This is an optimization exercise on Yosys and OpenROAD, whose aim is small area, not a production implementation.
In this exercise RTL edits were held to simulation tests only and were not proved equivalent to the original.
Power figures rest on the tool's default switching activity, not on a simulated workload.

## the baseline
==> flow/design.v (excerpt) <==
module sepr_top (
   input  logic              core_clk,
   input  logic              uctl_rst_n,
   input  logic              get_rd_ptrs,
   input  logic              wr_addr_en,
   input  logic              hdr_rd,
   input  logic              rd,
   input  logic              updt_rd_buf,
   output logic              rd_ptrs_rcvd,
   output logic              buf_empty,
   output logic              hdr_rd_dn,
   output logic              transfer_dn,
   output logic              buf_updt_dn,
   input  logic [addr_w-1:0] mem_rd_data,
   input  logic              mem_ack,
   input  logic              mem_dval,
   output logic [addr_w-1:0] mem_addr,
   output logic              mem_rd,
   input  logic              dma_dn,
   input  logic [addr_w-1:0] cfg_sys_wr_addr,
   output logic              dma_start,
   output logic [addr_w-1:0] dma_laddr,
   output logic [len_w-1:0]  dma_len,
   output logic [addr_w-1:0] dma_ep_start_addr,
   output logic [addr_w-1:0] dma_ep_end_addr,
   output logic [addr_w-1:0] sys_wr_addr,
   input  logic [addr_w-1:0] ept_start_addr,
   input  logic [addr_w-1:0] ept_end_addr,
   input  logic [addr_w-1:0] ept_rd_ptr,
   input  logic [addr_w-1:0] ept_wr_ptr,
   input  logic              ept_last_op,
   input  logic              ept_updt_dn,
   output logic              ept_req_data,
   output logic              ept_updt_req,
   output logic [addr_w-1:0] ept_wr_rd_ptr
);
   logic              ld_ptr;
   logic              ld_hdr;
   logic              wr_addr_load;
   logic              xfer_done;
   logic              xfer_busy;
   logic              ptr_buf_empty;    
   logic [addr_w-1:0] start_addr;
   logic [addr_w-1:0] end_addr;
  ...
Size: roughly 180 flip-flops, about 430 I/O pins, roughly 12000 sq um of cells after synthesis.
clock: 10.0 ns
lec_check: 0
cap_margin: 20
core_margin: 2
core_utilization: 40
slew_margin: 20
synth_hierarchical: 1
run.sh (not shown) runs the stock make flow with config.mk's settings and CLKGATE_MAP_FILE= SYNTH_SCRIPT=/design/flow/synth_recipe.tcl, a recipe that flattens the netlist after the stock synthesis.
The inputs of the candidate differ from those of the baseline as listed below.
- an added CTS_BUF_LIST of sky130_fd_sc_hd__clkbuf_8
==> flow/flow/run.sh (new file) <==
#!/bin/bash
# Standard ORFS layout (the standard.sh), with each port buffered by the
# smallest buffer instead of the one buffer_ports picks by default.
set -euo pipefail
export BUFFER_PORTS_ARGS="-buffer_cell sky130_fd_sc_hd__buf_1"
bash standard.sh finish > standard_flow.log 2>&1
==> flow/standard.sh (new file) <==
#!/bin/bash
# synth_recipe.tcl (not shown) runs the flow's synth.tcl, then flattens the netlist and writes it again
# the make line also repeats each setting of config.mk as NAME=value (left out here)
make -C /OpenROAD-flow-scripts/flow DESIGN_CONFIG=/design/flow/config.mk WORK_HOME=/design/flow/orfs CLKGATE_MAP_FILE= SYNTH_SCRIPT=/design/flow/synth_recipe.tcl "${@:-finish}"
removed: flow/run.sh
The candidate finished all stages; the layout is clean.
Relative to the baseline, the worst-skew pair later-pin latency of the candidate is higher by 0.05 ns.
Summary of the candidate over the baseline: register-to-register slack fell by 0.10 ns, total instance count after detailed placement rose by 7.
The candidate vs the baseline, most common library cell in the layout ignoring fill and taps: sky130_fd_sc_hd__buf_1 vs sky130_fd_sc_hd__clkdlybuf4s50_1
Comparing the baseline and the candidate, the lower routed length on met1 is on the candidate.
Delta (the candidate minus the baseline): sequential logic power about even, utilization after layout saw a decrease.

---

sepr_top, a different RTL version from the one above (not shown whole).
For scale: about 980 cells after synthesis, roughly 180 flip-flops, ~430 I/O pins, roughly 12,000 sq um of cells after synthesis.
Settings: LEC_CHECK=0, CAP_MARGIN=0, CORE_MARGIN=2, CORE_UTILIZATION=40, SLEW_MARGIN=0, SYNTH_HIERARCHICAL=1; clock period 10.0 ns.
standard.sh (not shown) runs the stock make flow with config.mk's settings and CLKGATE_MAP_FILE= SYNTH_SCRIPT=/design/flow/synth_recipe.tcl, a recipe that flattens the netlist after the stock synthesis.
==> flow/flow/run.sh <==
#!/bin/bash
# Standard ORFS layout (the standard.sh), with each port buffered by the
# smallest buffer, and a clock tree of clkbuf_8 without dummy loads.
set -euo pipefail
export BUFFER_PORTS_ARGS="-buffer_cell sky130_fd_sc_hd__buf_1"
export CTS_ARGS="-sink_clustering_enable -repair_clock_nets -dont_use_dummy_load -buf_list sky130_fd_sc_hd__clkbuf_8"
bash standard.sh finish > standard_flow.log 2>&1
Edit:
Settings changed: CAP_MARGIN 0 to 20, SLEW_MARGIN 0 to 20.
Result: Die area does not change; area after synthesis is unchanged; cell area is unchanged; worst hold slack is unchanged; clock-buffer cell count is unchanged; combinational power stays flat; power is unchanged; wire length is unchanged; setup slack stays the same.

---

run X:
Another version of the RTL of sepr_top (not shown whole).
Size in the first run: roughly 870 cells after synthesis, ~180 flip-flops, about 430 I/O pins.
## sepr_top
module sepr_top (
   input  logic              core_clk,
   input  logic              uctl_rst_n,
   input  logic              get_rd_ptrs,
   input  logic              wr_addr_en,
   input  logic              hdr_rd,
   input  logic              rd,
   input  logic              updt_rd_buf,
   output logic              rd_ptrs_rcvd,
   output logic              buf_empty,
   output logic              hdr_rd_dn,
   output logic              transfer_dn,
   output logic              buf_updt_dn,
   input  logic [addr_w-1:0] mem_rd_data,
   input  logic              mem_ack,
   input  logic              mem_dval,
   output logic [addr_w-1:0] mem_addr,
   output logic              mem_rd,
   input  logic              dma_dn,
   input  logic [addr_w-1:0] cfg_sys_wr_addr,
   output logic              dma_start,
   output logic [addr_w-1:0] dma_laddr,
   output logic [len_w-1:0]  dma_len,
   output logic [addr_w-1:0] dma_ep_start_addr,
   output logic [addr_w-1:0] dma_ep_end_addr,
   output logic [addr_w-1:0] sys_wr_addr,
   input  logic [addr_w-1:0] ept_start_addr,
   input  logic [addr_w-1:0] ept_end_addr,
   input  logic [addr_w-1:0] ept_rd_ptr,
   input  logic [addr_w-1:0] ept_wr_ptr,
   input  logic              ept_last_op,
   input  logic              ept_updt_dn,
   output logic              ept_req_data,
   output logic              ept_updt_req,
   output logic [addr_w-1:0] ept_wr_rd_ptr
);
==> flow/config.mk <==
export PLATFORM = sky130hd
export DESIGN_NAME = sepr_top
export DESIGN_NICKNAME = sepr_top
export VERILOG_FILES = /design/flow/design.v
export SDC_FILE = /design/flow/constraint.sdc
export NUM_CORES = 4
export LEC_CHECK = 0
export CAP_MARGIN = 20
export CORE_MARGIN = 2
export CORE_UTILIZATION = 65
export SLEW_MARGIN = 20
export SYNTH_HIERARCHICAL = 1
==> flow/constraint.sdc <==
create_clock -name core_clock -period 10.0 [get_ports {core_clk}]
set_input_delay 2.0000 -clock core_clock [delete_from_list [all_inputs] [get_ports {core_clk}]]
set_output_delay 2.0000 -clock core_clock [all_outputs]
set_load 0.01 [all_outputs]
Scripts as last shown in full above: flow/flow/run.sh
#### Input delta (run H over run X)
Settings: CORE_UTILIZATION: 65 -> 70.
Of run X and run H, the higher count of non-CTS buffers in the layout belongs to run X.
Summary of run H over run X: post-layout minimum cycle time went down 0.060 ns; post-route total power up about 1.6%.

---

RTL: one of the versions met above, not the one the previous note started from.
Size: roughly 980 cells after synthesis, roughly 180 flip-flops, ~430 I/O pins, ~12000 sq um of cells after synthesis.
Settings: LEC_CHECK=0, CAP_MARGIN=20, CORE_MARGIN=2, CORE_UTILIZATION=72, SLEW_MARGIN=20, SYNTH_HIERARCHICAL=1; clock period 10.0 ns.
Scripts as last shown in full above: flow/flow/run.sh
The first run went through all stages and came out clean.
Rerun with:
==> flow/flow/run.sh (replaced) <==
#!/bin/bash
# Standard ORFS layout (the standard.sh), with each port buffered by the
# smallest buffer, a clock tree of clkbuf_8 without dummy loads, and gates
# off the critical paths downsized after global routing.
set -euo pipefail
export BUFFER_PORTS_ARGS="-buffer_cell sky130_fd_sc_hd__buf_1"
export RECOVER_POWER=100
export CTS_ARGS="-sink_clustering_enable -repair_clock_nets -dont_use_dummy_load -buf_list sky130_fd_sc_hd__clkbuf_8"
bash standard.sh finish > standard_flow.log 2>&1
--- a/flow/config.mk
+++ b/flow/config.mk
@@ -9,3 +9,3 @@
 export CORE_MARGIN = 2
-export CORE_UTILIZATION = 72
+export CORE_UTILIZATION = 40
 export SLEW_MARGIN = 20
After rerunning:
- The new run finished but fails on capacitance limit, slew limit
- cell area is higher by 1.5%
- total power came out lower by 3.3%
- wire length went down by about 2.5%
- sequential cell count stays the same
- global-route usage falls by 18 points
- die area goes up by about 80%
- fmax rose by about 0.55%
- clock power went up by about 1%
- critical path depth does not change

---

## before
RTL: one of the versions met above, not the one the previous note started from.
Size in the first run: ~430 I/O pins, about 11000 µm² of cells after synthesis.
Settings: LEC_CHECK=0, CAP_MARGIN=20, CORE_MARGIN=2, CORE_UTILIZATION=58, SLEW_MARGIN=20, SYNTH_HIERARCHICAL=1; clock period 10.0 ns.
==> flow/flow/run.sh <==
#!/bin/bash
# Standard ORFS layout (the standard.sh), with each port buffered by the
# smallest buffer, and a clock tree of clkbuf_8 without dummy loads.
set -euo pipefail
export BUFFER_PORTS_ARGS="-buffer_cell sky130_fd_sc_hd__buf_1"
export CTS_ARGS="-sink_clustering_enable -repair_clock_nets -dont_use_dummy_load -buf_list sky130_fd_sc_hd__clkbuf_8"
bash standard.sh finish > standard_flow.log 2>&1
before: flow completed, timing, DRC and antenna clean
### before -> after
Settings: CORE_UTILIZATION now 50, was 58.
### Flow results
- after ends up with lower global-route track usage on met2 than before does.
- | total stage count of the critical path | before vs after | ≈ equal |
- The setup slack was comparable across before and after.
- Diff before..after | area after synthesis | unchanged
- Net switching power improves in after relative to before.
- Measured against each other, before and after differ in combinational cell fraction of total power, the lower figure coming from after.
- The highest signal layer in the routed design comes out met5 in one run and met4 in the other, namely in before and after respectively.
- Total power: after below before
- Between before and after, the difference in leakage power is negligible.
- Higher detailed-routed wire length on met2 was reported by after, not before.
- Any difference in non-clock buffer count between after and before is small enough to ignore.

---

RTL: one of the versions met above, not the one the previous note started from.
For scale: about 980 cells after synthesis, ~180 flip-flops, ~12000 sq um of cells after synthesis.
// sepr_top
module sepr_top (
   input  logic              core_clk,
   input  logic              uctl_rst_n,
   input  logic              get_rd_ptrs,
   input  logic              wr_addr_en,
   input  logic              hdr_rd,
   input  logic              rd,
   input  logic              updt_rd_buf,
   output logic              rd_ptrs_rcvd,
   output logic              buf_empty,
   output logic              hdr_rd_dn,
   output logic              transfer_dn,
   output logic              buf_updt_dn,
   input  logic [addr_w-1:0] mem_rd_data,
   input  logic              mem_ack,
   input  logic              mem_dval,
   output logic [addr_w-1:0] mem_addr,
   output logic              mem_rd,
   input  logic              dma_dn,
   input  logic [addr_w-1:0] cfg_sys_wr_addr,
   output logic              dma_start,
   output logic [addr_w-1:0] dma_laddr,
   output logic [len_w-1:0]  dma_len,
   output logic [addr_w-1:0] dma_ep_start_addr,
   output logic [addr_w-1:0] dma_ep_end_addr,
   output logic [addr_w-1:0] sys_wr_addr,
   input  logic [addr_w-1:0] ept_start_addr,
   input  logic [addr_w-1:0] ept_end_addr,
   input  logic [addr_w-1:0] ept_rd_ptr,
   input  logic [addr_w-1:0] ept_wr_ptr,
   input  logic              ept_last_op,
   input  logic              ept_updt_dn,
   output logic              ept_req_data,
   output logic              ept_updt_req,
   output logic [addr_w-1:0] ept_wr_rd_ptr
);
Settings: LEC_CHECK=0, CAP_MARGIN=20, CORE_MARGIN=2, CORE_UTILIZATION=40, SLEW_MARGIN=20, SYNTH_HIERARCHICAL=1; clock period 10.0 ns.
==> flow/flow/run.sh <==
#!/bin/bash
# Standard ORFS layout (the standard.sh), with each port buffered by the
# smallest buffer, and a clock tree of clkbuf_8 and clkbuf_4 without dummy loads.
set -euo pipefail
export BUFFER_PORTS_ARGS="-buffer_cell sky130_fd_sc_hd__buf_1"
export CTS_ARGS="-sink_clustering_enable -repair_clock_nets -dont_use_dummy_load -root_buf sky130_fd_sc_hd__clkbuf_8 -sink_clustering_buffer sky130_fd_sc_hd__clkbuf_4 -sink_clustering_size 8 -buf_list {sky130_fd_sc_hd__clkbuf_4 sky130_fd_sc_hd__clkbuf_8}"
bash standard.sh finish > standard_flow.log 2>&1
Edit:
==> flow/flow/run.sh (replaced) <==
#!/bin/bash
# Standard ORFS layout (the standard.sh), with each port buffered by the
# smallest buffer instead of the one buffer_ports picks by default.
set -euo pipefail
export BUFFER_PORTS_ARGS="-buffer_cell sky130_fd_sc_hd__buf_1"
bash standard.sh finish > standard_flow.log 2>&1
CTS_BUF_LIST = sky130_fd_sc_hd__clkbuf_8   (was default)
The changed run produced a clean layout.
Sequential share of layout area went down by 0.31 points.
Power climbs by 2.9%.
Cell count goes up by 0.85%.
Cell area went up by 0.96%.
Worst setup slack improved by 26 ps.
Wire length stays flat.
Non-clock buffer count is unchanged.
Global-route usage hardly moves.
Worst hold slack hardly moves.
Core utilization grows by 0.46 points.
Edit:
==> flow/flow/run.sh (replaced) <==
#!/bin/bash
# Standard ORFS layout (the standard.sh), with each port buffered by the
# smallest buffer, and a clock tree of clkbuf_8 without dummy loads.
set -euo pipefail
export BUFFER_PORTS_ARGS="-buffer_cell sky130_fd_sc_hd__buf_1"
export CTS_ARGS="-sink_clustering_enable -repair_clock_nets -dont_use_dummy_load -buf_list sky130_fd_sc_hd__clkbuf_8"
bash standard.sh finish > standard_flow.log 2>&1
CORE_UTILIZATION = 65   (was 40)
CTS_BUF_LIST = default   (was sky130_fd_sc_hd__clkbuf_8)
=>
- The new run finished with timing, DRC and antenna clean
- core utilization climbs by 28 points
- synthesized cell count stays the same
- sequential cell count stays the same
- power drops by 2.2%
- worst setup slack degrades by 95 ps
- via count climbs by 2.9%
- critical path depth climbs by 2

[afterwards: timing with drivers on the ports]
How much do the figures lean on ideal ports? The routed layouts below were timed once more, with nothing changed but the port constraints.
Step 1 assumes that a clkbuf_16 drives the clock port and a buf_2 every other input.
Step 2 adds t to the input delays and takes it off the output delays; t is the mean of the earliest and latest rising clock arrival at the registers after step 1. Input paths then give back, and output paths get back, about the clock's delay inside the block.
a / b / c = no drivers / after step 1 / after step 2; a / b = the first two.
run	shift t [ns]	setup slack, ns	worst setup path after step 2	worst data-port slew with drivers (ns)
the baseline	0.496	0.363 / 0.363 / 0.363	register to register	0.10
the candidate	0.540	0.267 / 0.267 / 0.267	register to register	0.09
the first run of note 2	0.529	0.291 / 0.291 / 0.291	register to register	0.06
the second run of note 2	0.529	0.291 / 0.291 / 0.291	register to register	0.06
run X	0.513	0.276 / 0.276 / 0.276	register to register	0.07
run H	0.518	0.336 / 0.336 / 0.336	register to register	0.09
the first run of note 4	0.503	0.231 / 0.231 / 0.231	register to register	0.08
the second run of note 4	0.528	0.284 / 0.284 / 0.284	register to register	0.06
before	0.492	0.335 / 0.335 / 0.335	register to register	0.07
after	0.493	0.337 / 0.337 / 0.337	register to register	0.07
the first run of note 6	0.529	0.291 / 0.291 / 0.291	register to register	0.06
the second run of note 6	0.535	0.317 / 0.317 / 0.317	register to register	0.06
the third run of note 6	0.498	0.222 / 0.222 / 0.222	register to register	0.08
